This is an optimization exercise on Yosys and OpenROAD, whose aim is small area, not a production implementation. RTL that was checked went through simulation tests only; none was proved equivalent to the original. Function not checked in run 2: the RTL went through the layout flow alone. Power and IR drop assume default switching activity.

**flow/config.mk**
```make
export PLATFORM = sky130hd
export DESIGN_NAME = wig_data_block_parser
export DESIGN_NICKNAME = wig_data_block_parser
export VERILOG_FILES = /design/flow/design.v
export SDC_FILE = /design/flow/constraint.sdc
export NUM_CORES = 4
export LEC_CHECK = 0
export CAP_MARGIN = 20
export CORE_MARGIN = 2
export CORE_UTILIZATION = 40
export SLEW_MARGIN = 20
```
**flow/constraint.sdc**
```tcl
create_clock -name core_clock -period 8.0 [get_ports {clk}]
set_input_delay 1.6000 -clock core_clock [delete_from_list [all_inputs] [get_ports {clk}]]
set_output_delay 1.6000 -clock core_clock [all_outputs]
set_load 0.01 [all_outputs]
```
**flow/design.v**
```verilog
`default_nettype none
package wdbp_pkg;
	localparam int WORD_W  = 32;
	localparam int BYTE_W  = 8;
	localparam int COUNT_W = 16;
	localparam int POS_W   = 5;
	localparam int CFG_IDX_W = 2;
	typedef logic [CFG_IDX_W-1:0] cfg_idx_t;
	localparam cfg_idx_t CFG_BYTE_SWAPPED = 2'd0;
	localparam cfg_idx_t CFG_QUERY_BEGIN  = 2'd1;
	localparam cfg_idx_t CFG_QUERY_END    = 2'd2;
	typedef enum logic [1:0] {
		KIND_NONE = 2'd0,
		KIND_BED  = 2'd1,
		KIND_VAR  = 2'd2,
		KIND_FIX  = 2'd3
	} kind_t;
endpackage
`default_nettype wire
`default_nettype none
import wdbp_pkg::*;
module wdbp_window (
	input  wire logic [WORD_W-1:0] lo,
	input  wire logic [WORD_W-1:0] hi,
	input  wire logic [WORD_W-1:0] a,
	input  wire logic [WORD_W-1:0] b,
	output logic                   below,
	output logic                   above,
	output logic                   empty
);
	function automatic logic less(input logic [WORD_W-1:0] x, input logic [WORD_W-1:0] y,
		input logic signed_cmp);
		logic c;
		c = 1'b0;
		for (int i = 0; i < WORD_W - 1; i++) begin
			c = (!x[i] && y[i]) || ((!x[i] || y[i]) && c);
		end
		if (signed_cmp) begin
			c = (x[WORD_W-1] && !y[WORD_W-1]) || ((x[WORD_W-1] || !y[WORD_W-1]) && c);
		end
		less = c;
	endfunction
	always_comb begin
		below = less(hi, a, 1'b1);
		above = less(b, lo, 1'b1);
		empty = !lo[WORD_W-1] && !hi[WORD_W-1] && less(hi, lo, 1'b0);
	end
endmodule
`default_nettype wire
`default_nettype none
import wdbp_pkg::*;
module wig_data_block_parser (
	input  wire logic              clk,
	input  wire logic              arst_n,
	input  wire logic              in_valid,
	output wire logic              in_ready,
	input  wire logic [BYTE_W-1:0] in_data,
	input  wire logic              in_last,
	output wire logic              row_valid,
	input  wire logic              row_ready,
	output wire logic [WORD_W-1:0] row_start,
	output wire logic [WORD_W-1:0] row_end,
	output wire logic [WORD_W-1:0] row_value,
	output wire logic [WORD_W-1:0] row_chrom,
	output wire logic              row_bad,
	output wire logic              row_final,
	input  wire logic              cfg_valid,
	output wire logic              cfg_ready,
	input  wire logic [CFG_IDX_W-1:0] cfg_addr,
	input  wire logic [WORD_W-1:0] cfg_wdata
);
	logic               swap_q;
	logic               qb_sign_q;
	logic [WORD_W-1:0]  qb_q;
	logic               qe_sign_q;
	logic [WORD_W-1:0]  qe_q;
	logic [POS_W-1:0]   pos_q;
	logic               in_header_q;
	wdbp_pkg::kind_t    kind_q;
	logic               missed_q;
	logic [COUNT_W-1:0] left_q;
	logic [WORD_W-1:0]  chrom_q;
	logic [WORD_W-1:0]  start_q;
	logic [WORD_W-1:0]  end_q;
	logic [WORD_W-1:0]  inc_q;
	logic [WORD_W-1:0]  value_q;
	logic               out_valid_q;
	logic               accept;
	logic               hdr_take;
	logic               rec_take;
	logic               active_rec;
	logic               row_done;
	logic               hdr_done;
	logic               clear_pos;
	logic [3:0]         lane_en;
	logic [3:0]         lane_clr;
	logic [2:0]         field;
	logic [BYTE_W-1:0]  din;
	logic [WORD_W-1:0]  din_w;
	logic [WORD_W-1:0]  sum;
	logic               bus_sum;
	logic [WORD_W-1:0]  bus;
	logic [WORD_W-1:0]  lo;
	logic [WORD_W-1:0]  hi;
	logic               below;
	logic               above;
	logic               empty;
	logic               is_bed;
	logic               is_var;
	logic               is_fix;
	logic               is_none;
	logic               left_zero;
	wdbp_pkg::kind_t    kind_dec;
	localparam int ADD_BLK = 5;
	function automatic logic [WORD_W-1:0] add_ci(input logic [WORD_W-1:0] x,
		input logic [WORD_W-1:0] y);
		logic c;
		logic cb;
		logic ones;
		logic [WORD_W-1:0] s0;
		cb = 1'b0;
		for (int b = 0; b < WORD_W; b += ADD_BLK) begin
			c = 1'b0;
			for (int i = b; i < b + ADD_BLK && i < WORD_W; i++) begin
				s0[i] = x[i] ^ y[i] ^ c;
				c = (x[i] & y[i]) | (c & (x[i] ^ y[i]));
			end
			ones = 1'b1;
			for (int i = b; i < b + ADD_BLK && i < WORD_W; i++) begin
				add_ci[i] = s0[i] ^ (cb & ones);
				ones = ones & s0[i];
			end
			cb = c | (cb & ones);
		end
	endfunction
	assign in_ready  = !out_valid_q || row_ready;
	assign accept    = in_valid && in_ready;
	assign cfg_ready = 1'b1;
	always_comb begin
		is_bed  = (kind_q == KIND_BED);
		is_var  = (kind_q == KIND_VAR);
		is_fix  = (kind_q == KIND_FIX);
		is_none = (kind_q == KIND_NONE);
		left_zero  = (left_q == '0);
		active_rec = !in_header_q && !is_none && !left_zero;
		hdr_take   = accept && in_header_q;
		rec_take   = accept && active_rec;
		hdr_done   = in_header_q && (pos_q == POS_W'(23));
		clear_pos  = in_header_q && (pos_q == POS_W'(21));
		row_done   = active_rec && ((is_bed && pos_q == POS_W'(11)) ||
			(is_var && pos_q == POS_W'(7)) || (is_fix && pos_q[1:0] == 2'd3));
		field = pos_q[4:2];
		for (int g = 0; g < 4; g++) begin
			lane_en[g] = ((swap_q ? ~pos_q[1:0] : pos_q[1:0]) == 2'(g));
		end
		lane_clr = lane_en | {4{clear_pos}};
		din   = clear_pos ? '0 : in_data;
		din_w = {4{din}};
		if (in_data[BYTE_W-1:2] == '0 && in_data[1:0] != 2'd0) begin
			kind_dec = wdbp_pkg::kind_t'(in_data[1:0]);
		end else begin
			kind_dec = KIND_NONE;
		end
		sum = add_ci(pos_q[0] ? end_q : start_q, inc_q);
		bus_sum = in_header_q ? (pos_q == POS_W'(22)) : (!is_bed && pos_q[4:1] == 4'd2);
		bus = bus_sum ? sum : din_w;
		lo = {qb_sign_q & qb_q[WORD_W-1], qb_q[WORD_W-2:0]};
		hi = {qe_sign_q & qe_q[WORD_W-1], qe_q[WORD_W-2:0]};
	end
	wdbp_window u_window (
		.lo    (lo),
		.hi    (hi),
		.a     (start_q),
		.b     (end_q),
		.below (below),
		.above (above),
		.empty (empty)
	);
	always_ff @(posedge clk or negedge arst_n) begin
		if (!arst_n) begin
			swap_q      <= 1'b0;
			qb_sign_q   <= 1'b1;
			qe_sign_q   <= 1'b1;
			pos_q       <= '0;
			in_header_q <= 1'b1;
			out_valid_q <= 1'b0;
		end else begin
			if (cfg_valid) begin
				unique case (cfg_addr)
					CFG_BYTE_SWAPPED: swap_q <= cfg_wdata[0];
					CFG_QUERY_BEGIN:  qb_sign_q <= cfg_wdata[WORD_W-1];
					CFG_QUERY_END:    qe_sign_q <= cfg_wdata[WORD_W-1];
					default: ;
				endcase
			end
			if (accept) begin
				if (in_last) begin
					in_header_q <= 1'b1;
					pos_q       <= '0;
				end else if (in_header_q) begin
					if (hdr_done) begin
						in_header_q <= 1'b0;
						pos_q       <= '0;
					end else begin
						pos_q <= pos_q + 1'b1;
					end
				end else if (active_rec) begin
					if (row_done) begin
						pos_q <= is_fix ? POS_W'(4) : '0;
					end else begin
						pos_q <= pos_q + 1'b1;
					end
				end
			end
			if (accept && ((hdr_done && is_none) || (row_done && !missed_q && !below && !above))) begin
				out_valid_q <= 1'b1;
			end else if (row_ready) begin
				out_valid_q <= 1'b0;
			end
		end
	end
	always_ff @(posedge clk) begin
		if (cfg_valid && cfg_addr == CFG_QUERY_BEGIN) begin
			qb_q <= cfg_wdata;
		end else if (hdr_take && field == 3'd1 && qb_sign_q) begin
			for (int g = 0; g < 4; g++) begin
				if (lane_en[g]) qb_q[8*g +: 8] <= din_w[8*g +: 8];
			end
		end
		if (cfg_valid && cfg_addr == CFG_QUERY_END) begin
			qe_q <= cfg_wdata;
		end else if (hdr_take && field == 3'd2 && qe_sign_q) begin
			for (int g = 0; g < 4; g++) begin
				if (lane_en[g]) qe_q[8*g +: 8] <= din_w[8*g +: 8];
			end
		end
		if (hdr_take && pos_q == POS_W'(20)) kind_q <= kind_dec;
		if (hdr_take && pos_q == POS_W'(12)) missed_q <= below || above || empty;
		for (int g = 0; g < 4; g++) begin
			if (hdr_take && field == 3'd0 && lane_en[g]) chrom_q[8*g +: 8] <= din_w[8*g +: 8];
		end
		if (hdr_take && pos_q[4:1] == 4'd11) begin
			if (pos_q[0] ^ swap_q) left_q[15:8] <= din;
			else left_q[7:0] <= din;
		end else if (rec_take && row_done) begin
			left_q <= left_q - 1'b1;
		end
		for (int g = 0; g < 4; g++) begin
			if ((rec_take && is_fix && pos_q == POS_W'(4)) ||
					(lane_clr[g] && ((hdr_take && field == 3'd1) || (hdr_take && clear_pos && !is_fix) ||
					(rec_take && !is_fix && field == 3'd0)))) begin
				start_q[8*g +: 8] <= bus[8*g +: 8];
			end
		end
		for (int g = 0; g < 4; g++) begin
			if ((hdr_take && is_fix && pos_q == POS_W'(22)) ||
					(rec_take && is_var && pos_q == POS_W'(4)) ||
					(rec_take && is_fix && pos_q == POS_W'(5)) ||
					(lane_clr[g] && ((hdr_take && (field == 3'd2 || field == 3'd3)) ||
					(hdr_take && clear_pos && !is_fix) || (rec_take && is_bed && field == 3'd1)))) begin
				end_q[8*g +: 8] <= bus[8*g +: 8];
			end
		end
		if (hdr_take && is_fix && pos_q == POS_W'(22)) begin
			inc_q <= end_q;
		end else begin
			for (int g = 0; g < 4; g++) begin
				if (lane_en[g] && hdr_take && field == 3'd4) inc_q[8*g +: 8] <= din_w[8*g +: 8];
			end
		end
		for (int g = 0; g < 4; g++) begin
			if (lane_clr[g] && ((hdr_take && clear_pos) ||
					(rec_take && ((is_bed && field == 3'd2) || (is_var && field == 3'd1) || is_fix)))) begin
				value_q[8*g +: 8] <= din_w[8*g +: 8];
			end
		end
	end
	assign row_valid = out_valid_q;
	assign row_start = start_q;
	assign row_end   = end_q;
	assign row_value = value_q;
	assign row_chrom = chrom_q;
	assign row_bad   = is_none;
	assign row_final = left_zero && !is_none;
endmodule
`default_nettype wire
```
**flow/flow/run.sh**
```bash
#!/bin/bash
# The standard layout (standard.sh) with two changes that only affect buffering:
#  - the port buffers are the smallest buffer cell (buf_1) instead of the resizer's default;
#  - clock tree synthesis uses clkbuf_4 in clusters of at most 8 sinks and inserts no dummy
#    loads.
set -euo pipefail
bash standard.sh \
  "BUFFER_PORTS_ARGS=-buffer_cell sky130_fd_sc_hd__buf_1" \
  "CTS_ARGS=-sink_clustering_enable -repair_clock_nets -buf_list sky130_fd_sc_hd__clkbuf_4 -sink_clustering_size 8 -sink_clustering_max_diameter 50 -dont_use_dummy_load" \
  finish > standard_make.log 2>&1
```
**flow/standard.sh**
```bash
#!/bin/bash
# synth_recipe.tcl (not shown) runs the flow's synth.tcl, then flattens the netlist and writes it again
# the make line also repeats each setting of config.mk as NAME=value (left out here)
make -C /OpenROAD-flow-scripts/flow DESIGN_CONFIG=/design/flow/config.mk WORK_HOME=/design/flow/orfs CLKGATE_MAP_FILE= SYNTH_SCRIPT=/design/flow/synth_recipe.tcl "${@:-finish}"
```
==> summary.json, run 1 <==
{
  "grt_first_pass_wirelength": {"value": 60040, "unit": "µm"},
  "outcome": {"value": "timing/DRC/antenna clean"},
  "route.detailed.wl_per_inst": {"value": 23.07, "unit": "µm"},
  "postCtsResizedCells": {"value": 0},
  "path_max_fanout": {"value": 24},
  "finalHoldViolations": {"value": 0},
  "timing.critical_path.from_type": {"value": "flip-flop"},
  "post-cts-setup-buffer-count": {"value": 0},
  "place_hpwl": {"value": 30320, "unit": "µm"},
  "power.static_leakage": {"value": 0.005610, "unit": "µW"},
  "yosys.area_share.xor_xnor": {"value": 2.184, "unit": "%"},
  "vias_per_cell": {"value": 5.583},
  "synth_nets": {"value": 1219},
  "clock.fmax": {"value": 168.4, "unit": "MHz"},
  "drt-pass1-iter-count": {"value": 6},
  "number_of_antenna_violating_nets_in_the_routed_design": {"value": 0},
  "fin_total_pwr": {"value": 2588, "unit": "µW"},
  "yosys-top-cells-count": {"value": "243 x sky130_fd_sc_hd__edfxtp_1, 115 x sky130_fd_sc_hd__nand2_1, 113 x sky130_fd_sc_hd__inv_1"},
  "totalNegativeSetupSlack": {"value": 0, "unit": "ns"},
  "powerDensity": {"value": 174.7, "unit": "nW/µm²"},
  "synth.ff_latch_count": {"value": 253},
  "timing.critical_path.arrival": {"value": 6.26, "unit": "ns"},
  "drt-initial-drc-count": {"value": 991},
  "worstSetupStartpoint": {"value": "pos_q[0]$_DFFE_PN0P_"},
  "crit_path_cell_trace": {"value": "buf_4 -> mux2i_1 -> fa_1 -> fa_1 -> fa_1 -> fa_1 -> o31ai_4 -> nand3b_4 -> o41ai_4 -> nand3b_4 -> o41ai_4 -> a31o_4 -> a41o_2 -> ha_1 -> xor2_1 -> xnor2_1 -> xnor2_1 -> o21ai_0"},
  "synthesis.area": {"value": 13230, "unit": "µm²"},
  "synth-async-reset-ratio": {"value": 3.953, "unit": "%"},
  "post-route-min-period": {"value": 5.937, "unit": "ns"},
  "synth_compound_area_share": {"value": 13.87, "unit": "%"},
  "fill_cells": {"value": 3101},
  "hold_path.class": {"value": "reg2reg"},
  "worstSetupEndpoint": {"value": "end_q[31]$_DFFE_PP_"},
  "critPathMaxStageDelay": {"value": 0.71, "unit": "ns"},
  "cp.required": {"value": 8.32, "unit": "ns"},
  "clkSinkCount": {"value": 253},
  "clock_tree.buffer_depth": {"value": 3},
  "cts_tree": {"value": "built"},
  "worst_slack": {"value": 2.063, "unit": "ns"},
  "final-setup-viol-count": {"value": 0},
  "routed_wirelength": {"value": 41080, "unit": "µm"},
  "worst_clock_skew": {"value": 0.07347, "unit": "ns"},
  "cts_made_buffers": {"value": 39},
  "r2r.worst_path.cells": {"value": 18},
  "synth_simple_gate_area_share": {"value": 12.44, "unit": "%"},
  "grt_start_max_net_pins": {"value": 42},
  "setup_repair_after_global_routing_missed_its_margin": {"value": "no"},
  "combinational_family_with_the_most_area_after_synthesis": {"value": "compound AO/OA/AOI/OAI gates"},
  "io_pins": {"value": 181},
  "post_synthesis_cell_type_count": {"value": 77},
  "max-cap-violations": {"value": 0},
  "start_util": {"value": 40.67, "unit": "%"},
  "crit_path_end_kind": {"value": "flip-flop"},
  "slew_violations": {"value": 0},
  "cts.reportedPaths.clkPinSlew": {"value": 0.10, "unit": "ns"},
  "design.core.area": {"value": 32540, "unit": "µm²"},
  "grt.total_usage": {"value": 23.93, "unit": "%"},
  "cts-htree-levels": {"value": 2},
  "regToRegSetupSlack": {"value": 2.06, "unit": "ns"},
  "synth.area.top_cells": {"value": "sky130_fd_sc_hd__edfxtp_1 55%, sky130_fd_sc_hd__fa_1 3.6%, sky130_fd_sc_hd__a21o_1 3.6%, sky130_fd_sc_hd__nand2_1 3.3%, sky130_fd_sc_hd__inv_1 3.2%"},
  "critPathKind": {"value": "reg2reg"},
  "synth_edf_count": {"value": 243},
  "drive_above_1_share": {"value": 7.629, "unit": "%"},
  "detailroute.via_count": {"value": 9943},
  "critical-path-top-cell-by-count": {"value": "sky130_fd_sc_hd__fa_1"},
  "design.die.area": {"value": 34550, "unit": "µm²"},
  "synthesis.yosys.warnings": {"value": 2},
  "worstSkewPairLatency": {"value": 0.67, "unit": "ns"},
  "synth_top_cell_by_area": {"value": "sky130_fd_sc_hd__edfxtp_1"},
  "io_buffers": {"value": 179},
  "first_global_vias": {"value": 9565},
  "syn-instance-count": {"value": 1129},
  "yosys.area_share.adder": {"value": 7.678, "unit": "%"},
  "floorplan.die.height": {"value": 185.9, "unit": "µm"},
  "antenna_found_initial": {"value": 3},
  "max_slew_margin": {"value": 33.50, "unit": "%"},
  "critPathSlowestCell": {"value": "sky130_fd_sc_hd__dfrtp_2"},
  "cell_row_count": {"value": 66},
  "crit-reg2reg-capture": {"value": "end_q[31]$_DFFE_PP_"},
  "layout.nets": {"value": 1429},
  "chipWidth": {"value": 185.9, "unit": "µm"},
  "area_delta_synth_final": {"value": 11.96, "unit": "%"},
  "syn_area_per_cell": {"value": 11.72, "unit": "µm²"},
  "drc": {"value": 0},
  "place_worst_setup_slack": {"value": 2.027, "unit": "ns"},
  "synth_mux_area_share": {"value": 2.496, "unit": "%"},
  "peakVddDrop": {"value": 65.77, "unit": "µV"},
  "min_period_over_period": {"value": 74.22, "unit": "%"},
  "worst_pin_slew": {"value": 0.9909, "unit": "ns"},
  "gp_routability_congestion": {"value": 0.9362},
  "cts-hold-fix-buffers": {"value": 0},
  "regToRegStartpoint": {"value": "pos_q[0]$_DFFE_PN0P_"},
  "yosysMostFrequentCell": {"value": "sky130_fd_sc_hd__edfxtp_1"},
  "yosys.area.top_type_share": {"value": 55.15, "unit": "%"},
  "ys_dominant_reg_cell": {"value": "sky130_fd_sc_hd__edfxtp_1"},
  "ctsRootBufferMaster": {"value": "sky130_fd_sc_hd__clkbuf_4"},
  "grt_overflow_total": {"value": 0},
  "ys_seq_area_share": {"value": 57.07, "unit": "%"}
}
==> state kept, by name, summed over array words and instances (netlist names) <==
register,flops
start_q,32
qe_q,32
qb_q,32
inc_q,32
qe_sign_q,1
out_valid_q,1
end_q,32
kind_q,2
value_q,32
qb_sign_q,1
left_q,16
pos_q,5
missed_q,1
in_header_q,1
swap_q,1
chrom_q,32
==> layout by cell type, fill, tap and decap left out, types with 4 or more instances in the layout <==
cell type	netlist	layout
sky130_fd_sc_hd__buf_1	1	179
sky130_fd_sc_hd__nand4_1	8	8
sky130_fd_sc_hd__edfxtp_1	243	243
sky130_fd_sc_hd__nand2_1	115	115
sky130_fd_sc_hd__a22oi_1	8	8
sky130_fd_sc_hd__o22ai_1	6	6
sky130_fd_sc_hd__o21ai_1	5	7
sky130_fd_sc_hd__a21o_1	64	64
sky130_fd_sc_hd__mux2i_1	24	24
sky130_fd_sc_hd__nand3_1	15	15
sky130_fd_sc_hd__fa_1	24	24
sky130_fd_sc_hd__or3_1	4	4
sky130_fd_sc_hd__o221ai_1	4	4
sky130_fd_sc_hd__buf_4	1	25
sky130_fd_sc_hd__o31ai_1	7	7
sky130_fd_sc_hd__and3_1	9	9
sky130_fd_sc_hd__a222oi_1	5	5
sky130_fd_sc_hd__xor2_1	15	15
sky130_fd_sc_hd__nand2b_1	32	32
sky130_fd_sc_hd__nor3_1	11	11
sky130_fd_sc_hd__maj3_1	31	31
sky130_fd_sc_hd__dfrtp_1	7	6
sky130_fd_sc_hd__nor2_1	55	54
sky130_fd_sc_hd__o2111ai_1	7	7
sky130_fd_sc_hd__or2_2	4	4
sky130_fd_sc_hd__and2_1	5	5
sky130_fd_sc_hd__a221oi_1	4	4
sky130_fd_sc_hd__o21ai_0	81	78
sky130_fd_sc_hd__mux2_2	8	8
sky130_fd_sc_hd__o32ai_1	5	5
sky130_fd_sc_hd__nor2b_1	30	30
sky130_fd_sc_hd__xnor2_1	18	18
sky130_fd_sc_hd__a21oi_1	34	34
sky130_fd_sc_hd__clkbuf_4	0	39
sky130_fd_sc_hd__nor4_1	9	9
sky130_fd_sc_hd__ha_1	18	18
sky130_fd_sc_hd__inv_1	113	113
==> metal layers <==
metal	track usage (%)	part of all wire, %	vias to the layer above
li1	-	-	4506
met1	31.15	41	4895
met2	38.54	46	438
met3	4.891	8.1	102
met4	10.90	4.5	2
met5	0	0.029	-
==> worst min-delay path by stage <==
| stage | from | endpoint | depth (start not counted) |
|---|---|---|---|
| 6_report | qb_sign_q$_DFFE_PN1P_ | qb_sign_q$_DFFE_PN1P_ | 2 |
| 4_1_cts | qb_sign_q$_DFFE_PN1P_ | qb_sign_q$_DFFE_PN1P_ | 2 |
| 3_3_place_gp | qb_sign_q$_DFFE_PN1P_ | qb_sign_q$_DFFE_PN1P_ | 2 |
| 2_1_floorplan | qe_sign_q$_DFFE_PN1P_ | qe_sign_q$_DFFE_PN1P_ | 2 |
| 3_5_place_dp | qb_sign_q$_DFFE_PN1P_ | qb_sign_q$_DFFE_PN1P_ | 2 |
| 5_1_grt | qb_sign_q$_DFFE_PN1P_ | qb_sign_q$_DFFE_PN1P_ | 2 |
==> worst max-delay path, delay by kind of cell, from the launching register on <==
kind / cells / cell delay (ns)
flops: 1 / 0.71
xor+xnor: 3 / 0.46
buf+inv: 1 / 0.48
mux: 1 / 0.18
fa+ha+maj: 5 / 1.90
compound gates: 6 / 1.61
simple gates: 2 / 0.30
==> final cells by class <==
| cell class | instances | area [µm²] | area share (%) |
|---|---|---|---|
| flip-flops and latches | 253 | 7552 | 50.98 |
| multi-input cells | 728 | 5127 | 34.61 |
| repair buffers | 204 | 859.6 | 5.802 |
| well taps | 442 | 553.0 | 3.733 |
| inverters | 113 | 424.2 | 2.863 |
| clock buffers | 39 | 292.8 | 1.976 |
| diodes | 2 | 5.005 | 0.03378 |
==> cells by family after synthesis <==
group                    count (synthesis)
multiplexers                            32
XOR/XNOR                                33
buffers and inverters                  148
AO/OA/AOI/OAI                          267
flip-flops                             253
AND/OR/NAND/NOR                        322
adder cells (fa/ha/maj)                 73
other                                    1
==> power breakdown <==
part,switching (µW),leakage (µW),internal [µW]
clock network,435,0.000179,224
registers,46.6,0.00233,1500
logic,243,0.00310,134
total,725,0.00561,1860
==> through the flow <==
step	std cells	cell area, µm²	utilization, %	hold WS, ns
after global placement	1740	14520	44.62	0.4660
after CTS	1779	14810	45.52	0.4798
after detailed placement	1740	14520	44.62	0.4669
after global routing	1781	14810	45.53	0.5235
final	1781	14810	45.53	0.4805
after floorplan	1129	13230	-	0.4465
==> run 2: changes to the inputs <==
--- a/flow/design.v
+++ b/flow/design.v
@@ -21,4 +21,5 @@
 import wdbp_pkg::*;
 module wdbp_window (
+	input  wire logic              clk,
 	input  wire logic [WORD_W-1:0] lo,
 	input  wire logic [WORD_W-1:0] hi,
@@ -29,20 +30,30 @@
 	output logic                   empty
 );
+	localparam int HALF = WORD_W / 2;
+	logic below_lo_q;
+	logic above_lo_q;
+	logic empty_lo_q;
 	function automatic logic less(input logic [WORD_W-1:0] x, input logic [WORD_W-1:0] y,
-		input logic signed_cmp);
+		input logic c_in, input int lsb, input int msb, input logic signed_top);
 		logic c;
-		c = 1'b0;
-		for (int i = 0; i < WORD_W - 1; i++) begin
-			c = (!x[i] && y[i]) || ((!x[i] || y[i]) && c);
-		end
-		if (signed_cmp) begin
-			c = (x[WORD_W-1] && !y[WORD_W-1]) || ((x[WORD_W-1] || !y[WORD_W-1]) && c);
+		c = c_in;
+		for (int i = lsb; i < msb; i++) begin
+			if (signed_top && i == WORD_W - 1) begin
+				c = (x[i] && !y[i]) || ((x[i] || !y[i]) && c);
+			end else begin
+				c = (!x[i] && y[i]) || ((!x[i] || y[i]) && c);
+			end
 		end
 		less = c;
 	endfunction
+	always_ff @(posedge clk) begin
+		below_lo_q <= less(hi, a, 1'b0, 0, HALF, 1'b0);
+		above_lo_q <= less(b, lo, 1'b0, 0, HALF, 1'b0);
+		empty_lo_q <= less(hi, lo, 1'b0, 0, HALF, 1'b0);
+	end
 	always_comb begin
-		below = less(hi, a, 1'b1);
-		above = less(b, lo, 1'b1);
-		empty = !lo[WORD_W-1] && !hi[WORD_W-1] && less(hi, lo, 1'b0);
+		below = less(hi, a, below_lo_q, HALF, WORD_W, 1'b1);
+		above = less(b, lo, above_lo_q, HALF, WORD_W, 1'b1);
+		empty = !lo[WORD_W-1] && !hi[WORD_W-1] && less(hi, lo, empty_lo_q, HALF, WORD_W - 1, 1'b0);
 	end
 endmodule
@@ -112,5 +123,5 @@
 	logic               left_zero;
 	wdbp_pkg::kind_t    kind_dec;
-	localparam int ADD_BLK = 5;
+	localparam int ADD_BLK = 8;
 	function automatic logic [WORD_W-1:0] add_ci(input logic [WORD_W-1:0] x,
 		input logic [WORD_W-1:0] y);
@@ -165,8 +176,9 @@
 		bus_sum = in_header_q ? (pos_q == POS_W'(22)) : (!is_bed && pos_q[4:1] == 4'd2);
 		bus = bus_sum ? sum : din_w;
-		lo = {qb_sign_q & qb_q[WORD_W-1], qb_q[WORD_W-2:0]};
-		hi = {qe_sign_q & qe_q[WORD_W-1], qe_q[WORD_W-2:0]};
+		lo = {qb_sign_q & !qb_q[WORD_W-1], ~qb_q[WORD_W-2:0]};
+		hi = {qe_sign_q & !qe_q[WORD_W-1], ~qe_q[WORD_W-2:0]};
 	end
 	wdbp_window u_window (
+		.clk   (clk),
 		.lo    (lo),
 		.hi    (hi),
@@ -222,19 +234,19 @@
 	always_ff @(posedge clk) begin
 		if (cfg_valid && cfg_addr == CFG_QUERY_BEGIN) begin
-			qb_q <= cfg_wdata;
+			qb_q <= ~cfg_wdata;
 		end else if (hdr_take && field == 3'd1 && qb_sign_q) begin
 			for (int g = 0; g < 4; g++) begin
-				if (lane_en[g]) qb_q[8*g +: 8] <= din_w[8*g +: 8];
+				if (lane_en[g]) qb_q[8*g +: 8] <= ~din_w[8*g +: 8];
 			end
 		end
 		if (cfg_valid && cfg_addr == CFG_QUERY_END) begin
-			qe_q <= cfg_wdata;
+			qe_q <= ~cfg_wdata;
 		end else if (hdr_take && field == 3'd2 && qe_sign_q) begin
 			for (int g = 0; g < 4; g++) begin
-				if (lane_en[g]) qe_q[8*g +: 8] <= din_w[8*g +: 8];
+				if (lane_en[g]) qe_q[8*g +: 8] <= ~din_w[8*g +: 8];
 			end
 		end
 		if (hdr_take && pos_q == POS_W'(20)) kind_q <= kind_dec;
-		if (hdr_take && pos_q == POS_W'(12)) missed_q <= below || above || empty;
+		if (hdr_take && pos_q == POS_W'(16)) missed_q <= below || above || empty;
 		for (int g = 0; g < 4; g++) begin
 			if (hdr_take && field == 3'd0 && lane_en[g]) chrom_q[8*g +: 8] <= din_w[8*g +: 8];
@@ -257,5 +269,5 @@
 					(rec_take && is_var && pos_q == POS_W'(4)) ||
 					(rec_take && is_fix && pos_q == POS_W'(5)) ||
-					(lane_clr[g] && ((hdr_take && (field == 3'd2 || field == 3'd3)) ||
+					(lane_clr[g] && ((hdr_take && field == 3'd2) ||
 					(hdr_take && clear_pos && !is_fix) || (rec_take && is_bed && field == 3'd1)))) begin
 				end_q[8*g +: 8] <= bus[8*g +: 8];
@@ -263,5 +275,5 @@
 		end
 		if (hdr_take && is_fix && pos_q == POS_W'(22)) begin
-			inc_q <= end_q;
+			inc_q <= value_q;
 		end else begin
 			for (int g = 0; g < 4; g++) begin
@@ -270,5 +282,5 @@
 		end
 		for (int g = 0; g < 4; g++) begin
-			if (lane_clr[g] && ((hdr_take && clear_pos) ||
+			if (lane_clr[g] && ((hdr_take && clear_pos && !is_fix) || (hdr_take && field == 3'd3) ||
 					(rec_take && ((is_bed && field == 3'd2) || (is_var && field == 3'd1) || is_fix)))) begin
 				value_q[8*g +: 8] <= din_w[8*g +: 8];
==> run 2 against run 1 <==
Still clean on timing, DRC and antenna. Fmax down 2.7%. Synthesized area down 1.9%. Clock skew up 0.0043 ns. Sequential share of layout area up 1.7 points. Utilization about the same. Via count down 0.21%. Register-to-register slack worse by 0.16 ns. Die area down 1.9%. Wire length down 3.6%. Highest routed layer is now met4.
==> summary.json, run 2 <==
{
  "outcome": {"value": "timing/DRC/antenna clean"},
  "cp.required": {"value": 8.40, "unit": "ns"},
  "fill_cells": {"value": 3007},
  "cts_tree": {"value": "built"},
  "clkSinkCount": {"value": 256},
  "yosys-top-cells-count": {"value": "243 x sky130_fd_sc_hd__edfxtp_1, 153 x sky130_fd_sc_hd__nand2_1, 100 x sky130_fd_sc_hd__a21oi_1"},
  "design.die.area": {"value": 33890, "unit": "µm²"},
  "place_worst_setup_slack": {"value": 1.847, "unit": "ns"},
  "synth.ff_latch_count": {"value": 256},
  "crit-reg2reg-capture": {"value": "start_q[30]$_DFFE_PP_"},
  "design.core.area": {"value": 31720, "unit": "µm²"},
  "clock_tree.buffer_depth": {"value": 3},
  "max_slew_margin": {"value": 42.65, "unit": "%"},
  "io_buffers": {"value": 179},
  "timing.critical_path.from_type": {"value": "flip-flop"},
  "finalHoldViolations": {"value": 0},
  "routed_wirelength": {"value": 39610, "unit": "µm"},
  "combinational_family_with_the_most_area_after_synthesis": {"value": "compound AO/OA/AOI/OAI gates"},
  "min_period_over_period": {"value": 76.25, "unit": "%"},
  "synth.area.top_cells": {"value": "sky130_fd_sc_hd__edfxtp_1 56%, sky130_fd_sc_hd__nand2_1 4.4%, sky130_fd_sc_hd__fa_1 4.2%, sky130_fd_sc_hd__a21oi_1 3.9%, sky130_fd_sc_hd__o21ai_0 2.9%"},
  "detailroute.via_count": {"value": 9922},
  "area_occupied_by_multi_input_gates": {"value": 4930, "unit": "µm²"},
  "layout.nets": {"value": 1421},
  "vias_per_cell": {"value": 5.719},
  "hold_start": {"value": "qe_sign_q$_DFFE_PN1P_"},
  "path_max_fanout": {"value": 43},
  "ys_seq_area_share": {"value": 58.66, "unit": "%"},
  "post-route-min-period": {"value": 6.100, "unit": "ns"},
  "crit_path_end_kind": {"value": "flip-flop"},
  "ys_dominant_reg_cell": {"value": "sky130_fd_sc_hd__edfxtp_1"},
  "route.detailed.wl_per_inst": {"value": 22.83, "unit": "µm"},
  "cts-htree-levels": {"value": 2},
  "yosys.area.top_type_share": {"value": 56.24, "unit": "%"},
  "power.static_leakage": {"value": 0.005073, "unit": "µW"},
  "gp_routability_congestion": {"value": 0.8954},
  "placed_cells": {"value": 1693},
  "syn_area_per_cell": {"value": 11.46, "unit": "µm²"},
  "ctsRootBufferMaster": {"value": "sky130_fd_sc_hd__clkbuf_4"},
  "synthesis.area": {"value": 12970, "unit": "µm²"},
  "layout_common_cells": {"value": "243 x sky130_fd_sc_hd__edfxtp_1, 179 x sky130_fd_sc_hd__buf_1, 153 x sky130_fd_sc_hd__nand2_1"},
  "sequential_cell_area": {"value": 7612, "unit": "µm²"},
  "yosys.area_share.adder": {"value": 6.663, "unit": "%"},
  "min_delay_path_depth": {"value": 2},
  "worst_clock_skew": {"value": 0.07781, "unit": "ns"},
  "cts_made_buffers": {"value": 40},
  "critPathKind": {"value": "reg2reg"},
  "drive_above_1_share": {"value": 6.832, "unit": "%"},
  "synth_top_cell_by_area": {"value": "sky130_fd_sc_hd__edfxtp_1"},
  "hold_path_end": {"value": "qe_sign_q$_DFFE_PN1P_"},
  "area_delta_synth_final": {"value": 11.33, "unit": "%"},
  "yosysMostFrequentCell": {"value": "sky130_fd_sc_hd__edfxtp_1"},
  "start_util": {"value": 40.91, "unit": "%"},
  "cell_row_count": {"value": 65},
  "max-cap-violations": {"value": 0},
  "synth_compound_area_share": {"value": 13.62, "unit": "%"},
  "r2r.worst_path.cells": {"value": 17},
  "drc": {"value": 0},
  "chipWidth": {"value": 184.1, "unit": "µm"},
  "grt_start_max_net_pins": {"value": 44},
  "worst_slack": {"value": 1.900, "unit": "ns"},
  "synth_edf_count": {"value": 243},
  "regToRegSetupSlack": {"value": 1.90, "unit": "ns"},
  "layout.cells.most_common": {"value": "sky130_fd_sc_hd__edfxtp_1"},
  "post_synthesis_cell_type_count": {"value": 78},
  "grt_first_pass_wirelength": {"value": 58640, "unit": "µm"},
  "first_global_vias": {"value": 9710},
  "cts.reportedPaths.clkPinSlew": {"value": 0.09, "unit": "ns"},
  "synth_nets": {"value": 1219},
  "final-setup-viol-count": {"value": 0},
  "totalNegativeSetupSlack": {"value": 0, "unit": "ns"},
  "antenna_found_initial": {"value": 1},
  "grt.total_usage": {"value": 23.32, "unit": "%"},
  "peakVddDrop": {"value": 122.9, "unit": "µV"},
  "post-cts-setup-buffer-count": {"value": 0},
  "post_layout_nonfiller_instances": {"value": 1735},
  "drt-initial-drc-count": {"value": 1021},
  "synthesis.yosys.warnings": {"value": 2},
  "powerDensity": {"value": 186.1, "unit": "nW/µm²"},
  "worst_pin_slew": {"value": 0.8570, "unit": "ns"},
  "floorplan.die.height": {"value": 184.1, "unit": "µm"},
  "timing.critical_path.arrival": {"value": 6.50, "unit": "ns"},
  "synth_mux_area_share": {"value": 2.565, "unit": "%"},
  "place_hpwl": {"value": 30510, "unit": "µm"},
  "worstSkewPairLatency": {"value": 0.66, "unit": "ns"},
  "postCtsResizedCells": {"value": 0},
  "synth_simple_gate_area_share": {"value": 13.15, "unit": "%"},
  "slew_violations": {"value": 0},
  "clock.fmax": {"value": 163.9, "unit": "MHz"},
  "yosys.area_share.xor_xnor": {"value": 1.958, "unit": "%"},
  "cts-hold-fix-buffers": {"value": 0},
  "grt_overflow_total": {"value": 0},
  "io_pins": {"value": 181},
  "syn-instance-count": {"value": 1132},
  "drt-pass1-iter-count": {"value": 6},
  "hold_path.class": {"value": "reg2reg"},
  "number_of_antenna_violating_nets_in_the_routed_design": {"value": 0},
  "synth-async-reset-ratio": {"value": 3.906, "unit": "%"},
  "regToRegStartpoint": {"value": "pos_q[0]$_DFFE_PN0P_"},
  "setup_repair_after_global_routing_missed_its_margin": {"value": "no"}
}
==> run 2: layout make-up <==
| class | instances | area share (%) |
|---|---|---|
| Inverter | 78 | 2.027 |
| Clock buffer | 40 | 2.079 |
| Multi-Input combinational cell | 761 | 34.13 |
| Antenna cell | 1 | 0.01732 |
| Timing Repair Buffer | 197 | 5.570 |
| Sequential cell | 256 | 52.70 |
| Tap cell | 402 | 3.482 |
==> run 2: metal layers <==
layer	global-route usage, %	wire (µm)	share of wire [%]
met1	31.22	16280	41
met2	38.13	18450	47
met3	4.426	3613	9.1
met4	8.064	1268	3.2
met5	0	0	0
==> run 2: worst max path at each step <==
stage | slack, ns | to | depth (start not counted) | start
6_report | 1.90 | start_q[30]$_DFFE_PP_ | 17 | pos_q[0]$_DFFE_PN0P_
5_1_grt | 1.48 | start_q[30]$_DFFE_PP_ | 17 | pos_q[0]$_DFFE_PN0P_
4_1_cts | 1.86 | start_q[30]$_DFFE_PP_ | 17 | pos_q[0]$_DFFE_PN0P_
3_5_place_dp | 1.85 | end_q[31]$_DFFE_PP_ | 17 | pos_q[0]$_DFFE_PN0P_
3_3_place_gp | 1.98 | end_q[31]$_DFFE_PP_ | 17 | pos_q[0]$_DFFE_PN0P_
2_1_floorplan | 1.71 | end_q[31]$_DFFE_PP_ | 21 | pos_q[0]$_DFFE_PN0P_
==> run 2: stage by stage <==
| stage | instance area, µm² | hold slack [ns] | util (%) | power [µW] |
|---|---|---|---|---|
| floorplan | 12970 | 0.4467 | - | 1894 |
| global placement | 14140 | 0.4604 | 44.57 | 2044 |
| detailed placement | 14140 | 0.4661 | 44.57 | 2053 |
| CTS | 14440 | 0.4807 | 45.51 | 2706 |
| global route | 14450 | 0.5131 | 45.54 | 2810 |
| finish | 14450 | 0.4789 | 45.54 | 2688 |
==> run 2: cell families after synthesis <==
group           after synthesis
compound gates              281
xor+xnor                     29
fa+ha+maj                    56
buf+inv                     115
flops                       256
mux                          32
other cells                   1
simple gates                362
==> run 2: worst max-delay path, stage by stage, from the launching register on <==
cell and delay (ns):
sky130_fd_sc_hd__dfrtp_2 0.37, sky130_fd_sc_hd__buf_4 0.51, sky130_fd_sc_hd__mux2i_1 0.22, sky130_fd_sc_hd__fa_1 0.44, sky130_fd_sc_hd__fa_1 0.38, sky130_fd_sc_hd__fa_1 0.38
sky130_fd_sc_hd__fa_1 0.39, sky130_fd_sc_hd__fa_1 0.39, sky130_fd_sc_hd__fa_1 0.39, sky130_fd_sc_hd__fa_1 0.51, sky130_fd_sc_hd__o41ai_4 0.39, sky130_fd_sc_hd__nand4b_2 0.27
sky130_fd_sc_hd__o41ai_4 0.35, sky130_fd_sc_hd__nand3_1 0.20, sky130_fd_sc_hd__nor2_1 0.23, sky130_fd_sc_hd__nand2_1 0.10, sky130_fd_sc_hd__xnor2_1 0.12, sky130_fd_sc_hd__o21ai_0 0.22
==> run 2: power by group <==
part           internal [µW]  switching (µW)  total [µW]
Clock                    230             431         661
Combinational            148             279         427
Sequential              1540            59.2        1600
Total                   1920             769        2690
==> run 3: changes to the inputs <==
--- a/flow/design.v
+++ b/flow/design.v
@@ -123,5 +123,5 @@
 	logic               left_zero;
 	wdbp_pkg::kind_t    kind_dec;
-	localparam int ADD_BLK = 8;
+	localparam int ADD_BLK = 5;
 	function automatic logic [WORD_W-1:0] add_ci(input logic [WORD_W-1:0] x,
 		input logic [WORD_W-1:0] y);
==> run 3 against run 2 <==
Cell area decreased by 0.75%. Register-to-register slack improved by 0.34 ns. Wire length decreased by 0.28%. Highest routed layer unchanged. Critical endpoint is now end_q[31]$_DFFE_PP_. Largest cell class unchanged. Total power decreased by 7.0%.
==> summary.json, run 3 <==
{
  "outcome": {"value": "timing/DRC/antenna clean"},
  "ys_seq_area_share": {"value": 59.17, "unit": "%"},
  "floorplan.die.height": {"value": 183.3, "unit": "µm"},
  "antenna_found_initial": {"value": 1},
  "grt.total_usage": {"value": 23.47, "unit": "%"},
  "placed_cells": {"value": 1639},
  "layout.cells.most_common": {"value": "sky130_fd_sc_hd__edfxtp_1"},
  "synth-async-reset-ratio": {"value": 3.906, "unit": "%"},
  "power.static_leakage": {"value": 0.005303, "unit": "µW"},
  "cts-htree-levels": {"value": 2},
  "setup_repair_after_global_routing_missed_its_margin": {"value": "no"},
  "power.sequential.fraction": {"value": 61.7, "unit": "%"},
  "vias_per_cell": {"value": 5.782},
  "ys_dominant_reg_cell": {"value": "sky130_fd_sc_hd__edfxtp_1"},
  "syn-instance-count": {"value": 1078},
  "cell_row_count": {"value": 65},
  "post_synthesis_cell_type_count": {"value": 74},
  "gp_routability_congestion": {"value": 0.9051},
  "io_pins": {"value": 181},
  "sequential_cell_area": {"value": 7612, "unit": "µm²"},
  "route.detailed.wl_per_inst": {"value": 23.47, "unit": "µm"},
  "clockPowerShare": {"value": 26.4, "unit": "%"},
  "design.core.area": {"value": 31640, "unit": "µm²"},
  "io_buffers": {"value": 179},
  "hold_path.class": {"value": "reg2reg"},
  "postCtsResizedCells": {"value": 0},
  "drive_above_1_share": {"value": 7.349, "unit": "%"},
  "final-setup-viol-count": {"value": 0},
  "p_switching": {"value": 658.1, "unit": "µW"},
  "yosys.area.top_type_share": {"value": 56.73, "unit": "%"},
  "layout.nets": {"value": 1371},
  "start_util": {"value": 40.66, "unit": "%"},
  "power_frac_comb": {"value": 11.9, "unit": "%"},
  "max-cap-violations": {"value": 0},
  "yosysMostFrequentCell": {"value": "sky130_fd_sc_hd__edfxtp_1"},
  "cts.reportedPaths.clkPinSlew": {"value": 0.10, "unit": "ns"},
  "switching_share": {"value": 26.32, "unit": "%"},
  "intPower": {"value": 1842, "unit": "µW"},
  "min_period_over_period": {"value": 71.97, "unit": "%"},
  "cp.required": {"value": 8.32, "unit": "ns"},
  "detailroute.via_count": {"value": 9731},
  "totalNegativeSetupSlack": {"value": 0, "unit": "ns"},
  "synth_edf_count": {"value": 243},
  "drt-pass1-iter-count": {"value": 6},
  "syn_area_per_cell": {"value": 11.93, "unit": "µm²"},
  "powerDensity": {"value": 174.4, "unit": "nW/µm²"},
  "drc": {"value": 0},
  "design.die.area": {"value": 33610, "unit": "µm²"},
  "slew_violations": {"value": 0},
  "area_delta_synth_final": {"value": 11.46, "unit": "%"},
  "yosys-top-cells-count": {"value": "243 x sky130_fd_sc_hd__edfxtp_1, 101 x sky130_fd_sc_hd__a21oi_1, 89 x sky130_fd_sc_hd__nand2_1"},
  "worstSkewPairLatency": {"value": 0.66, "unit": "ns"},
  "max_slew_margin": {"value": 39.10, "unit": "%"},
  "synth_nets": {"value": 1168},
  "timing.critical_path.from_type": {"value": "flip-flop"},
  "clock_tree.buffer_depth": {"value": 3},
  "grt_start_max_net_pins": {"value": 42},
  "place_hpwl": {"value": 30240, "unit": "µm"},
  "cts_made_buffers": {"value": 40},
  "synthesis.yosys.warnings": {"value": 2},
  "ctsRootBufferMaster": {"value": "sky130_fd_sc_hd__clkbuf_4"},
  "peakVddDrop": {"value": 141.3, "unit": "µV"},
  "clkSinkCount": {"value": 256},
  "layout_common_cells": {"value": "243 x sky130_fd_sc_hd__edfxtp_1, 179 x sky130_fd_sc_hd__buf_1, 100 x sky130_fd_sc_hd__a21oi_1"},
  "cts_tree": {"value": "built"},
  "synth.ff_latch_count": {"value": 256},
  "clock.fmax": {"value": 173.7, "unit": "MHz"},
  "post_layout_nonfiller_instances": {"value": 1683},
  "chipWidth": {"value": 183.3, "unit": "µm"},
  "post-route-min-period": {"value": 5.758, "unit": "ns"},
  "path_max_fanout": {"value": 13},
  "fill_cells": {"value": 2993},
  "synth.area.top_cells": {"value": "sky130_fd_sc_hd__edfxtp_1 57%, sky130_fd_sc_hd__a21oi_1 3.9%, sky130_fd_sc_hd__fa_1 3.7%, sky130_fd_sc_hd__nand2_1 2.6%, sky130_fd_sc_hd__a21o_1 2.5%"},
  "timing.hold.ws": {"value": 0.4971, "unit": "ns"},
  "finalHoldViolations": {"value": 0},
  "grt_overflow_total": {"value": 0},
  "worst_pin_slew": {"value": 0.9134, "unit": "ns"},
  "worst_clock_skew": {"value": 0.06975, "unit": "ns"},
  "synthesis.area": {"value": 12860, "unit": "µm²"},
  "first_global_vias": {"value": 9559},
  "synth_top_cell_by_area": {"value": "sky130_fd_sc_hd__edfxtp_1"},
  "area_occupied_by_multi_input_gates": {"value": 4833, "unit": "µm²"},
  "grt_first_pass_wirelength": {"value": 58400, "unit": "µm"},
  "number_of_antenna_violating_nets_in_the_routed_design": {"value": 0},
  "routed_wirelength": {"value": 39510, "unit": "µm"},
  "post-cts-setup-buffer-count": {"value": 0},
  "cts-hold-fix-buffers": {"value": 0},
  "finish.utilization": {"value": 45.32, "unit": "%"},
  "crit_path_end_kind": {"value": "flip-flop"},
  "critPathKind": {"value": "reg2reg"},
  "drt-initial-drc-count": {"value": 1120},
  "timing.critical_path.arrival": {"value": 6.08, "unit": "ns"}
}
## run 3: cell count changes after synthesis, moves of 7 or more
cell	before	now
sky130_fd_sc_hd__a21o_1	10	42
sky130_fd_sc_hd__nor2_1	74	84
sky130_fd_sc_hd__o21ai_0	74	57
sky130_fd_sc_hd__nand2_1	153	89
sky130_fd_sc_hd__nand2b_1	25	11
sky130_fd_sc_hd__nor3_1	25	17
sky130_fd_sc_hd__nand3_1	20	10
sky130_fd_sc_hd__o22ai_1	4	11
## run 3: cell type report
cell class	count	area share (%)
Clock buffer	40	2.095
Sequential cell	256	53.10
Timing Repair Buffer	194	5.481
Inverter	79	2.068
Antenna cell	2	0.03491
Tap cell	402	3.508
Multi-Input combinational cell	710	33.71
## run 3: critical path, cell delays in order (launching register included)
cell and delay [ns]:
sky130_fd_sc_hd__dfrtp_2 0.55, sky130_fd_sc_hd__mux2_2 0.29, sky130_fd_sc_hd__ha_1 0.13, sky130_fd_sc_hd__inv_1 0.04
sky130_fd_sc_hd__fa_1 0.35, sky130_fd_sc_hd__inv_1 0.08, sky130_fd_sc_hd__fa_1 0.20, sky130_fd_sc_hd__fa_1 0.18
sky130_fd_sc_hd__inv_1 0.05, sky130_fd_sc_hd__fa_1 0.40, sky130_fd_sc_hd__or4b_4 0.60, sky130_fd_sc_hd__o31ai_4 0.25
sky130_fd_sc_hd__a41o_1 0.27, sky130_fd_sc_hd__a41o_1 0.24, sky130_fd_sc_hd__nand3b_2 0.15, sky130_fd_sc_hd__o41ai_2 0.32
sky130_fd_sc_hd__nand3b_1 0.21, sky130_fd_sc_hd__nor3_2 0.24, sky130_fd_sc_hd__a21o_1 0.16, sky130_fd_sc_hd__ha_1 0.14
sky130_fd_sc_hd__xor2_1 0.17, sky130_fd_sc_hd__xnor2_1 0.15, sky130_fd_sc_hd__xnor2_1 0.14, sky130_fd_sc_hd__o21ai_0 0.11
## run 3: metal layers
layer	GRT usage [%]	routed length, µm	vias to the layer above	part of all wire, %
li1	-	-	4406	-
met1	32.57	17000	4737	43
met2	36.11	17540	506	44
met3	5.342	3534	82	8.9
met4	8.768	1433	0	3.6
met5	0	0	-	0
## run 3: worst paths after layout
check | cells past startpoint | to | slack (ns) | startpoint
worst max-delay path | 23 | end_q[31]$_DFFE_PP_ | 2.24 | pos_q[0]$_DFFE_PN0P_
worst min-delay path | 2 | qe_sign_q$_DFFE_PN1P_ | 0.50 | qe_sign_q$_DFFE_PN1P_
worst max register to register | 23 | end_q[31]$_DFFE_PP_ | 2.24 | pos_q[0]$_DFFE_PN0P_
worst min register to register | 2 | qe_sign_q$_DFFE_PN1P_ | 0.50 | qe_sign_q$_DFFE_PN1P_
max in group asynchronous | 1 | pos_q[1]$_DFFE_PN0P_ | 6.49 | arst_n
min in group asynchronous | 1 | pos_q[0]$_DFFE_PN0P_ | 0.98 | arst_n
## run 3: stage by stage
step / worst slack, ns / area [µm²] / power (µW)
2_1_floorplan: 2.291 / 12860 / 1752
3_3_place_gp: 2.456 / 14010 / 1857
3_5_place_dp: 2.267 / 14010 / 1863
4_1_cts: 2.195 / 14320 / 2512
5_1_grt: 1.813 / 14340 / 2595
6_report: 2.242 / 14340 / 2500
## run 3: logic make-up after synthesis
logic type      Yosys count  share of synthesized area (%)
flops                   256                          59.17
compound gates          304                          15.24
other cells               1                        0.02915
fa+ha+maj                64                          7.267
xor+xnor                 31                          2.111
simple gates            277                          10.20
buf+inv                 112                          3.298
mux                      33                          2.675
## run 3: power by group through the flow
stage	logic [µW]	clock network [µW]	registers, µW
4_1_cts	295	677	1540
3_5_place_dp	293	0	1570
2_1_floorplan	191	0	1560
3_3_place_gp	288	0	1570
5_1_grt	327	723	1550
6_report	298	661	1540
==> run 4: changes to the inputs <==
--- a/flow/design.v
+++ b/flow/design.v
@@ -27,11 +27,9 @@
 	input  wire logic [WORD_W-1:0] b,
 	output logic                   below,
-	output logic                   above,
-	output logic                   empty
+	output logic                   above
 );
 	localparam int HALF = WORD_W / 2;
 	logic below_lo_q;
 	logic above_lo_q;
-	logic empty_lo_q;
 	function automatic logic less(input logic [WORD_W-1:0] x, input logic [WORD_W-1:0] y,
 		input logic c_in, input int lsb, input int msb, input logic signed_top);
@@ -50,10 +48,8 @@
 		below_lo_q <= less(hi, a, 1'b0, 0, HALF, 1'b0);
 		above_lo_q <= less(b, lo, 1'b0, 0, HALF, 1'b0);
-		empty_lo_q <= less(hi, lo, 1'b0, 0, HALF, 1'b0);
 	end
 	always_comb begin
 		below = less(hi, a, below_lo_q, HALF, WORD_W, 1'b1);
 		above = less(b, lo, above_lo_q, HALF, WORD_W, 1'b1);
-		empty = !lo[WORD_W-1] && !hi[WORD_W-1] && less(hi, lo, empty_lo_q, HALF, WORD_W - 1, 1'b0);
 	end
 endmodule
@@ -97,4 +93,7 @@
 	logic [WORD_W-1:0]  value_q;
 	logic               out_valid_q;
+	logic               empty_q;
+	logic               empty_sel_q;
+	logic [1:0]         empty_wait_q;
 	logic               accept;
 	logic               hdr_take;
@@ -116,5 +115,6 @@
 	logic               below;
 	logic               above;
-	logic               empty;
+	logic               cfg_qb;
+	logic               cfg_qe;
 	logic               is_bed;
 	logic               is_var;
@@ -175,5 +175,7 @@
 		sum = add_ci(pos_q[0] ? end_q : start_q, inc_q);
 		bus_sum = in_header_q ? (pos_q == POS_W'(22)) : (!is_bed && pos_q[4:1] == 4'd2);
-		bus = bus_sum ? sum : din_w;
+		cfg_qb = cfg_valid && cfg_addr == CFG_QUERY_BEGIN;
+		cfg_qe = cfg_valid && cfg_addr == CFG_QUERY_END;
+		bus = bus_sum ? sum : (cfg_valid ? cfg_wdata : din_w);
 		lo = {qb_sign_q & !qb_q[WORD_W-1], ~qb_q[WORD_W-2:0]};
 		hi = {qe_sign_q & !qe_q[WORD_W-1], ~qe_q[WORD_W-2:0]};
@@ -186,6 +188,5 @@
 		.b     (end_q),
 		.below (below),
-		.above (above),
-		.empty (empty)
+		.above (above)
 	);
 	always_ff @(posedge clk or negedge arst_n) begin
@@ -248,5 +249,16 @@
 		end
 		if (hdr_take && pos_q == POS_W'(20)) kind_q <= kind_dec;
-		if (hdr_take && pos_q == POS_W'(16)) missed_q <= below || above || empty;
+		if (hdr_take && pos_q == POS_W'(16)) begin
+			missed_q <= below || above || (empty_q && !qb_sign_q && !qe_sign_q);
+		end
+		if (cfg_qb || cfg_qe) begin
+			empty_sel_q  <= cfg_qe;
+			empty_wait_q <= 2'd2;
+		end else if (empty_wait_q != 2'd0) begin
+			empty_wait_q <= empty_wait_q - 1'b1;
+		end
+		if (!(cfg_qb || cfg_qe) && empty_wait_q == 2'd1) begin
+			empty_q <= empty_sel_q ? above : below;
+		end
 		for (int g = 0; g < 4; g++) begin
 			if (hdr_take && field == 3'd0 && lane_en[g]) chrom_q[8*g +: 8] <= din_w[8*g +: 8];
@@ -259,5 +271,5 @@
 		end
 		for (int g = 0; g < 4; g++) begin
-			if ((rec_take && is_fix && pos_q == POS_W'(4)) ||
+			if (cfg_qb || (rec_take && is_fix && pos_q == POS_W'(4)) ||
 					(lane_clr[g] && ((hdr_take && field == 3'd1) || (hdr_take && clear_pos && !is_fix) ||
 					(rec_take && !is_fix && field == 3'd0)))) begin
@@ -266,5 +278,5 @@
 		end
 		for (int g = 0; g < 4; g++) begin
-			if ((hdr_take && is_fix && pos_q == POS_W'(22)) ||
+			if (cfg_qe || (hdr_take && is_fix && pos_q == POS_W'(22)) ||
 					(rec_take && is_var && pos_q == POS_W'(4)) ||
 					(rec_take && is_fix && pos_q == POS_W'(5)) ||
==> run 4 against run 3 <==
Register-to-register slack improved by 0.05 ns. Synthesized area shrank 0.62%. Critical path depth is the same. Utilization about the same. Largest cell class unchanged. Non-clock buffer count increased by 1.
==> summary.json, run 4 <==
{
  "cp.buffers_inverters": {"value": 3},
  "cp.required": {"value": 8.51, "unit": "ns"},
  "regToRegStartpoint": {"value": "pos_q[0]$_DFFE_PN0P_"},
  "grt.total_usage": {"value": 23.32, "unit": "%"},
  "finalHoldViolations": {"value": 0},
  "post-cts-setup-buffer-count": {"value": 0},
  "chipWidth": {"value": 182.8, "unit": "µm"},
  "crit_path_cell_trace": {"value": "mux2_2 -> ha_1 -> inv_1 -> fa_1 -> inv_1 -> fa_1 -> fa_1 -> inv_1 -> fa_1 -> or4b_4 -> o31a_4 -> o41ai_4 -> a41o_2 -> nand3b_4 -> o32a_2 -> nor3_4 -> a21o_2 -> ha_1 -> xnor2_1 -> xnor2_1 -> xnor2_1 -> nor2_1 -> a21oi_1"},
  "totalNegativeSetupSlack": {"value": 0, "unit": "ns"},
  "placed_cells": {"value": 1655},
  "final-setup-viol-count": {"value": 0},
  "post_layout_nonfiller_instances": {"value": 1699},
  "place_hpwl": {"value": 29610, "unit": "µm"},
  "detailroute.via_count": {"value": 9663},
  "cts_made_buffers": {"value": 41},
  "area_delta_synth_final": {"value": 11.49, "unit": "%"},
  "layout.nets": {"value": 1389},
  "slew_violations": {"value": 0},
  "crit_path_end_kind": {"value": "flip-flop"},
  "vias_per_cell": {"value": 5.687},
  "yosysMostFrequentCell": {"value": "sky130_fd_sc_hd__edfxtp_1"},
  "layout_common_cells": {"value": "245 x sky130_fd_sc_hd__edfxtp_1, 178 x sky130_fd_sc_hd__buf_1, 161 x sky130_fd_sc_hd__a21oi_1"},
  "synth_edf_count": {"value": 245},
  "timing.hold.ws": {"value": 0.5053, "unit": "ns"},
  "floorplan.die.height": {"value": 182.8, "unit": "µm"},
  "max-cap-violations": {"value": 0},
  "power.static_leakage": {"value": 0.004965, "unit": "µW"},
  "synthesis.area": {"value": 12780, "unit": "µm²"},
  "timing.critical_path.from_type": {"value": "flip-flop"},
  "number_of_antenna_violating_nets_in_the_routed_design": {"value": 0},
  "synth.ff_latch_count": {"value": 259},
  "regToRegSetupSlack": {"value": 2.29, "unit": "ns"},
  "hold_path.class": {"value": "reg2reg"},
  "grt_overflow_total": {"value": 0},
  "yosys.area.top_type_share": {"value": 57.56, "unit": "%"},
  "route.detailed.wl_per_inst": {"value": 23.04, "unit": "µm"},
  "critPathSlowestCell": {"value": "sky130_fd_sc_hd__dfrtp_2"},
  "worst_clock_skew": {"value": 0.05699, "unit": "ns"},
  "critical-path-top-cell-by-count": {"value": "sky130_fd_sc_hd__fa_1"},
  "synth-async-reset-ratio": {"value": 3.861, "unit": "%"},
  "clkSinkCount": {"value": 259},
  "gp_routability_congestion": {"value": 0.9238},
  "hold_start": {"value": "qe_sign_q$_DFFE_PN1P_"},
  "drive_above_1_share": {"value": 7.336, "unit": "%"},
  "timing.critical_path.arrival": {"value": 6.22, "unit": "ns"},
  "setup_repair_after_global_routing_missed_its_margin": {"value": "no"},
  "path_max_fanout": {"value": 23},
  "yosys-top-cells-count": {"value": "245 x sky130_fd_sc_hd__edfxtp_1, 161 x sky130_fd_sc_hd__a21oi_1, 129 x sky130_fd_sc_hd__nand2_1"},
  "clock_tree.buffer_depth": {"value": 3},
  "design.core.area": {"value": 31470, "unit": "µm²"},
  "drt-pass1-iter-count": {"value": 7},
  "outcome": {"value": "timing/DRC/antenna clean"},
  "ys_seq_area_share": {"value": 60.17, "unit": "%"},
  "first_global_vias": {"value": 9352},
  "io_buffers": {"value": 179},
  "synth.area.top_cells": {"value": "sky130_fd_sc_hd__edfxtp_1 58%, sky130_fd_sc_hd__a21oi_1 6.3%, sky130_fd_sc_hd__nand2_1 3.8%, sky130_fd_sc_hd__fa_1 3.8%, sky130_fd_sc_hd__nor2_1 3.1%"},
  "grt_start_max_net_pins": {"value": 61},
  "max_slew_margin": {"value": 24.40, "unit": "%"},
  "cell_family_contributing_the_most_delay_on_the_critical_path": {"value": "compound AO/OA/AOI/OAI gates"},
  "drt-initial-drc-count": {"value": 1188},
  "synth_top_cell_by_area": {"value": "sky130_fd_sc_hd__edfxtp_1"},
  "drc": {"value": 0},
  "io_pins": {"value": 181},
  "critPathKind": {"value": "reg2reg"},
  "design.die.area": {"value": 33400, "unit": "µm²"},
  "cts_tree": {"value": "built"},
  "clock.fmax": {"value": 175.2, "unit": "MHz"},
  "synth_nets": {"value": 1193},
  "antenna_found_initial": {"value": 1},
  "cts-htree-levels": {"value": 2},
  "post_synthesis_cell_type_count": {"value": 73},
  "start_util": {"value": 40.61, "unit": "%"},
  "post-route-min-period": {"value": 5.709, "unit": "ns"},
  "cts.reportedPaths.clkPinSlew": {"value": 0.09, "unit": "ns"},
  "powerDensity": {"value": 195.6, "unit": "nW/µm²"},
  "worstSetupStartpoint": {"value": "pos_q[0]$_DFFE_PN0P_"},
  "ctsRootBufferMaster": {"value": "sky130_fd_sc_hd__clkbuf_4"},
  "critPathMaxStageDelay": {"value": 0.82, "unit": "ns"},
  "ys_dominant_reg_cell": {"value": "sky130_fd_sc_hd__edfxtp_1"},
  "cell_row_count": {"value": 65},
  "layout.cells.most_common": {"value": "sky130_fd_sc_hd__edfxtp_1"},
  "grt_first_pass_wirelength": {"value": 57570, "unit": "µm"},
  "peakVddDrop": {"value": 110.1, "unit": "µV"},
  "postCtsResizedCells": {"value": 0},
  "min_period_over_period": {"value": 71.36, "unit": "%"},
  "routed_wirelength": {"value": 39140, "unit": "µm"},
  "cts-hold-fix-buffers": {"value": 0},
  "syn-instance-count": {"value": 1101},
  "syn_area_per_cell": {"value": 11.61, "unit": "µm²"},
  "worst_pin_slew": {"value": 1.127, "unit": "ns"},
  "synthesis.yosys.warnings": {"value": 2},
  "worstSkewPairLatency": {"value": 0.67, "unit": "ns"}
}
run 4: worst reg2reg max path, stage by stage (launching register included):
cell and delay, ns:
sky130_fd_sc_hd__dfrtp_2 0.82, sky130_fd_sc_hd__mux2_2 0.30, sky130_fd_sc_hd__ha_1 0.13, sky130_fd_sc_hd__inv_1 0.04
sky130_fd_sc_hd__fa_1 0.35, sky130_fd_sc_hd__inv_1 0.07, sky130_fd_sc_hd__fa_1 0.19, sky130_fd_sc_hd__fa_1 0.18
sky130_fd_sc_hd__inv_1 0.05, sky130_fd_sc_hd__fa_1 0.40, sky130_fd_sc_hd__or4b_4 0.54, sky130_fd_sc_hd__o31a_4 0.34
sky130_fd_sc_hd__o41ai_4 0.40, sky130_fd_sc_hd__a41o_2 0.32, sky130_fd_sc_hd__nand3b_4 0.11, sky130_fd_sc_hd__o32a_2 0.25
sky130_fd_sc_hd__nor3_4 0.17, sky130_fd_sc_hd__a21o_2 0.16, sky130_fd_sc_hd__ha_1 0.14, sky130_fd_sc_hd__xnor2_1 0.13
sky130_fd_sc_hd__xnor2_1 0.15, sky130_fd_sc_hd__xnor2_1 0.14, sky130_fd_sc_hd__nor2_1 0.05, sky130_fd_sc_hd__a21oi_1 0.18
run 4: area by class of cell:
cell class | instances | area, µm²
fill | 2989 | 17220
antenna | 2 | 5.005
timing repair buffer | 195 | 797.0
inverter | 56 | 210.2
tap | 402 | 503.0
clock buffer | 41 | 307.8
sequential | 259 | 7692
multi-input combinational | 744 | 4736
run 4: cell families (layout without fill, tap and decap cells):
group | after synthesis | in the layout | share of synthesized area (%)
and+or+nand+nor | 330 | 330 | 11.78
AOI/OAI and AO/OA | 288 | 288 | 13.26
DFF | 259 | 259 | 60.17
buffers and inverters | 98 | 292 | 2.907
adders and majority gates | 53 | 53 | 6.441
muxes | 38 | 38 | 3.083
xor gates and xnor gates | 34 | 34 | 2.330
other | 1 | 3 | 0.02934
run 4: final timing paths:
check / depth (start not counted) / end
hold / removal: 2 / qe_sign_q$_DFFE_PN1P_
min in group asynchronous: 1 / swap_q$_DFFE_PN0P_
hold reg to reg: 2 / qe_sign_q$_DFFE_PN1P_
max in group asynchronous: 1 / pos_q[0]$_DFFE_PN0P_
setup reg to reg: 23 / end_q[31]$_DFFE_PP_
setup / recovery: 23 / end_q[31]$_DFFE_PP_
run 4: power breakdown:
part           switching (µW)  total [µW]  leakage, µW  internal (µW)
sequential               61.5        1630      0.00239           1570
combinational             311         486      0.00239            174
clock                     436         672     0.000189            236
total                     809        2790      0.00496           1980
run 4: per-layer routing:
layer / share of wire [%] / routed length (µm) / up-vias / global-route usage [%]
met1: 43 / 16770 / 4646 / 32.98
met4: 3.1 / 1223 / 0 / 7.387
met3: 9.0 / 3522 / 89 / 4.388
met2: 45 / 17620 / 505 / 36.55
li1: - / - / 4423 / -
met5: 0 / 0 / - / 0
run 4: through the flow:
stage / area, µm² / power [µW] / worst slack, ns / utilization (%)
floorplan: 12780 / 1965 / 2.337 / -
detailed placement: 13930 / 2141 / 2.270 / 44.25
global placement: 13930 / 2133 / 2.313 / 44.25
global route: 14250 / 2910 / 2.038 / 45.28
CTS: 14230 / 2802 / 2.277 / 45.22
finish: 14250 / 2788 / 2.291 / 45.28

## separate check: timing with driven ports
How much do the figures lean on ideal ports? The routed layouts below were timed once more, with nothing changed but the port constraints. Step 1: set_driving_cell puts a clkbuf_16 on clk and a buf_2 on each other input, an assumption about the parent block. Step 2 moves the port delays by t, midway between the first and last clock arrival at a register: inputs arrive t later, outputs are due t later. That takes back most of the time a late clock gives input paths. a / b / c = no drivers / after step 1 / after step 2; a / b = the first two.
run | t (ns) | slack for setup (ns) | clock arrival spread, ns | cell pins on the clock port's net
run 1 | 0.684 | 2.063 / 2.063 / 2.063 | 0.074 / 0.073 | 1
run 2 | 0.664 | 1.900 / 1.900 / 1.900 | 0.078 / 0.078 | 1
run 3 | 0.670 | 2.242 / 2.242 / 2.242 | 0.070 / 0.070 | 1
run 4 | 0.692 | 2.291 / 2.291 / 2.291 | 0.057 / 0.057 | 1
After both steps every run listed still meets setup and hold.
